Background: an optimization exercise with open tools, aiming at small area and a short achievable clock period. Do not read the settings as production practice. In this exercise RTL edits were held to simulation tests only and were not proved equivalent to the original.

== rev 12 ==
==> flow/design.v <==
module instruction_fetch_unit #(
  parameter int MEM_DEPTH = 64,
  parameter int ADDR_W    = 6
) (
  input  logic              clk,
  input  logic              reset,
  input  logic              Load_En,
  input  logic [31:0]       Load_Data,
  input  logic              Start,
  input  logic              Stall,
  output logic [31:0]       Instruction_Code,
  output logic [ADDR_W-1:0] Instr_Addr,
  output logic              Instr_Valid,
  output logic [ADDR_W:0]   Prog_Len,
  output logic              Load_Full,
  output logic              Done
);
  logic              run_q, done_q;
  logic [ADDR_W:0]   len_q;
  logic              nz_q;      
  logic [ADDR_W-1:0] addr_q;
  logic              last_q;    
  logic              phase_q;   
  logic              load_q;    
  logic              rot_q;     
  logic [31:0]       data_q;    
  logic [31:0]       code_q;
  logic [MEM_DEPTH-1:0][31:0] ring;
  logic              vld_o, done_o;
  logic [ADDR_W:0]   len_o;
  logic [ADDR_W-1:0] addr_o;
  logic idle, full, load, start, adv, fin, hold, take;
  assign idle  = !run_q && !done_q;
  assign full  = len_q[ADDR_W];
  assign load  = idle && Load_En && !full;
  assign start = !reset && ((idle && !Load_En && Start && nz_q) || (done_q && Start));
  assign adv   = !reset && run_q && !Stall && !last_q;
  assign fin   = run_q && !Stall && last_q;
  assign hold  = !reset && run_q && Stall;
  assign take  = start || adv;
  logic [31:0] wdata;
  assign wdata = load_q ? (data_q ^ {32{phase_q}}) : ring[0];
  logic [31:0] head;
  always_comb begin
    if (load_q && mlo_oh[0] && mhi_oh[0])
      head = data_q;
    else if (rot_q)
      head = ring[1] ^ {32{phase_q}};
    else
      head = ring[0] ^ {32{phase_q}};
  end
  logic [7:0] mlo_oh, mhi_oh, mlo_gt, mhi_gt;
  logic act_q;
  assign act_q = load_q || rot_q;
  logic [MEM_DEPTH-1:0][31:0] ring_d;
  for (genvar g = 0; g < MEM_DEPTH; g++) begin : g_slot
    logic hd, sh, wr;
    ifu_slot_ctrl u_ctrl (
      .act(act_q), .rot(rot_q),
      .lo_oh(mlo_oh[g%8]), .hi_oh(mhi_oh[g/8]), .lo_gt(mlo_gt[g%8]), .hi_gt(mhi_gt[g/8]),
      .hd(hd), .sh(sh), .wr(wr)
    );
    if (g < MEM_DEPTH - 1) begin : g_mid
      ifu_slot_gate u_gate (
        .hd(hd), .sh(sh), .wr(wr),
        .q(ring[g]), .n(ring[g+1]), .w(wdata),
        .d(ring_d[g])
      );
    end else begin : g_end
      ifu_end_gate u_gate (
        .hd(hd), .wr(wr),
        .q(ring[g]), .w(wdata),
        .d(ring_d[g])
      );
    end
  end
  always_ff @(posedge clk) ring <= ring_d;
  always_ff @(posedge clk) begin
    phase_q <= reset ? 1'b0 : !phase_q;
    code_q  <= ({32{take}} & head) | ({32{hold}} & code_q);
    load_q  <= load && !reset;
    rot_q   <= take;
    data_q  <= Load_Data;
    if (reset) begin
      mlo_oh <= '0;
      mhi_oh <= '0;
      mlo_gt <= '0;
      mhi_gt <= '0;
    end else if (load) begin
      if (!nz_q) begin
        mlo_oh <= 8'd1;
        mhi_oh <= 8'd1;
      end else if (mlo_oh[7]) begin
        mlo_oh <= 8'd1;
        mlo_gt <= '0;
        mhi_oh <= {mhi_oh[6:0], 1'b0};
        mhi_gt <= {mhi_gt[6:0], 1'b1};
      end else begin
        mlo_oh <= {mlo_oh[6:0], 1'b0};
        mlo_gt <= {mlo_gt[6:0], 1'b1};
      end
    end
    if (reset) begin
      run_q  <= 1'b0;
      done_q <= 1'b0;
      len_q  <= '0;
      nz_q   <= 1'b0;
      addr_q <= '0;
      last_q <= 1'b0;
      vld_o  <= 1'b0;
      done_o <= 1'b0;
      len_o  <= '0;
      addr_o <= '0;
    end else begin
      if (load) begin
        len_q <= len_q + (ADDR_W+1)'(1);
        len_o <= len_o + (ADDR_W+1)'(1);
        nz_q  <= 1'b1;
      end
      if (start) begin
        run_q  <= 1'b1;
        done_q <= 1'b0;
        vld_o  <= 1'b1;
        done_o <= 1'b0;
        addr_q <= '0;
        addr_o <= '0;
        last_q <= (len_q == (ADDR_W+1)'(1));
      end else if (adv) begin
        addr_q <= addr_q + ADDR_W'(1);
        addr_o <= addr_o + ADDR_W'(1);
        last_q <= (({1'b0, addr_q} + (ADDR_W+1)'(2)) == len_q);
      end else if (fin) begin
        run_q  <= 1'b0;
        done_q <= 1'b1;
        vld_o  <= 1'b0;
        done_o <= 1'b1;
      end
    end
  end
  assign Instruction_Code = code_q;
  assign Instr_Addr       = addr_o;
  assign Instr_Valid      = vld_o;
  assign Prog_Len         = len_o;
  assign Load_Full        = len_o[ADDR_W];
  assign Done             = done_o;
endmodule
module ifu_slot_ctrl (
  input  logic act,
  input  logic rot,
  input  logic lo_oh,
  input  logic hi_oh,
  input  logic lo_gt,
  input  logic hi_gt,
  output logic hd,
  output logic sh,
  output logic wr
);
  assign wr = act & lo_oh & hi_oh;
  assign sh = rot & (hi_gt | (hi_oh & lo_gt));
  assign hd = !(wr | sh);
endmodule
module ifu_slot_gate (
  input  logic        hd,
  input  logic        sh,
  input  logic        wr,
  input  logic [31:0] q,
  input  logic [31:0] n,
  input  logic [31:0] w,
  output logic [31:0] d
);
  assign d = ~(({32{hd}} & q) | ({32{sh}} & n) | ({32{wr}} & w));
endmodule
module ifu_end_gate (
  input  logic        hd,
  input  logic        wr,
  input  logic [31:0] q,
  input  logic [31:0] w,
  output logic [31:0] d
);
  assign d = ~(({32{hd}} & q) | ({32{wr}} & w));
endmodule
==> flow/config.mk <==
export PLATFORM = sky130hd
export DESIGN_NAME = instruction_fetch_unit
export DESIGN_NICKNAME = instruction_fetch_unit
export VERILOG_FILES = /design/flow/design.v
export SDC_FILE = /design/flow/constraint.sdc
export NUM_CORES = 4
export LEC_CHECK = 0
export ABC_CLOCK_PERIOD_IN_PS = 2100
export CAP_MARGIN = 20
export CELL_PAD_IN_SITES_DETAIL_PLACEMENT = 1
export CORE_MARGIN = 2
export CORE_UTILIZATION = 45
export CTS_CLUSTER_DIAMETER = 80
export CTS_CLUSTER_SIZE = 24
export SETUP_SLACK_MARGIN = 2.72
export SLEW_MARGIN = 20
export SYNTH_HIERARCHICAL = 1
==> flow/constraint.sdc <==
create_clock -name core_clock -period 5.0 [get_ports {clk}]
set_input_delay 1.0000 -clock core_clock [delete_from_list [all_inputs] [get_ports {clk}]]
set_output_delay 1.0000 -clock core_clock [all_outputs]
set_load 0.01 [all_outputs]
run.sh (not shown) runs the stock make flow with config.mk's settings and CLKGATE_MAP_FILE= SYNTH_SCRIPT=/design/flow/synth_recipe.tcl, a recipe that flattens the netlist after the stock synthesis.
For rev 13, these inputs were changed with respect to rev 12:
- a change of SETUP_SLACK_MARGIN from 2.72 to 2.6
- a change of ABC_CLOCK_PERIOD_IN_PS from 2100 to 2300
[summary]
- Between rev 13 and rev 12, the difference in multi-input gate share of the layout cell area is negligible.
- Rev 13 vs rev 12 — cell area after layout dropped 1.2%.
- Of the two values seen for launching instance or port of the critical path, rot_q was produced by rev 13 and len_o[1] by rev 12.
- Cmp rev 13 and rev 12 / first-iteration DRC count / lower: rev 13

what the ideal ports hide:
No port has a modelled driver above. Below, the same layouts with a new extraction and two added sets of constraints. Step 1: set_driving_cell puts a clkbuf_16 on clk and a buf_2 on each other input, an assumption about the parent block. Step 2 adds t to the input delays and takes it off the output delays; t is the mean of the earliest and latest rising clock arrival at the registers after step 1. Input paths then give back, and output paths get back, about the clock's delay inside the block. a / b / c = ideal / step 1 / step 2; a / b = the first two.
run	t (ns)	setup slack, ns	worst setup path after step 2	worst data-port slew with drivers (ns)
rev 12	0.862	2.659 / 2.572 / 2.032	input to register	0.06
rev 13	0.861	2.567 / 2.560 / 1.951	input to register	0.06
After both steps every run listed still meets setup and hold. For rev 12, which loses most, drivers alone change the setup slack by -0.087 ns; drivers and shift together by -0.627 ns.
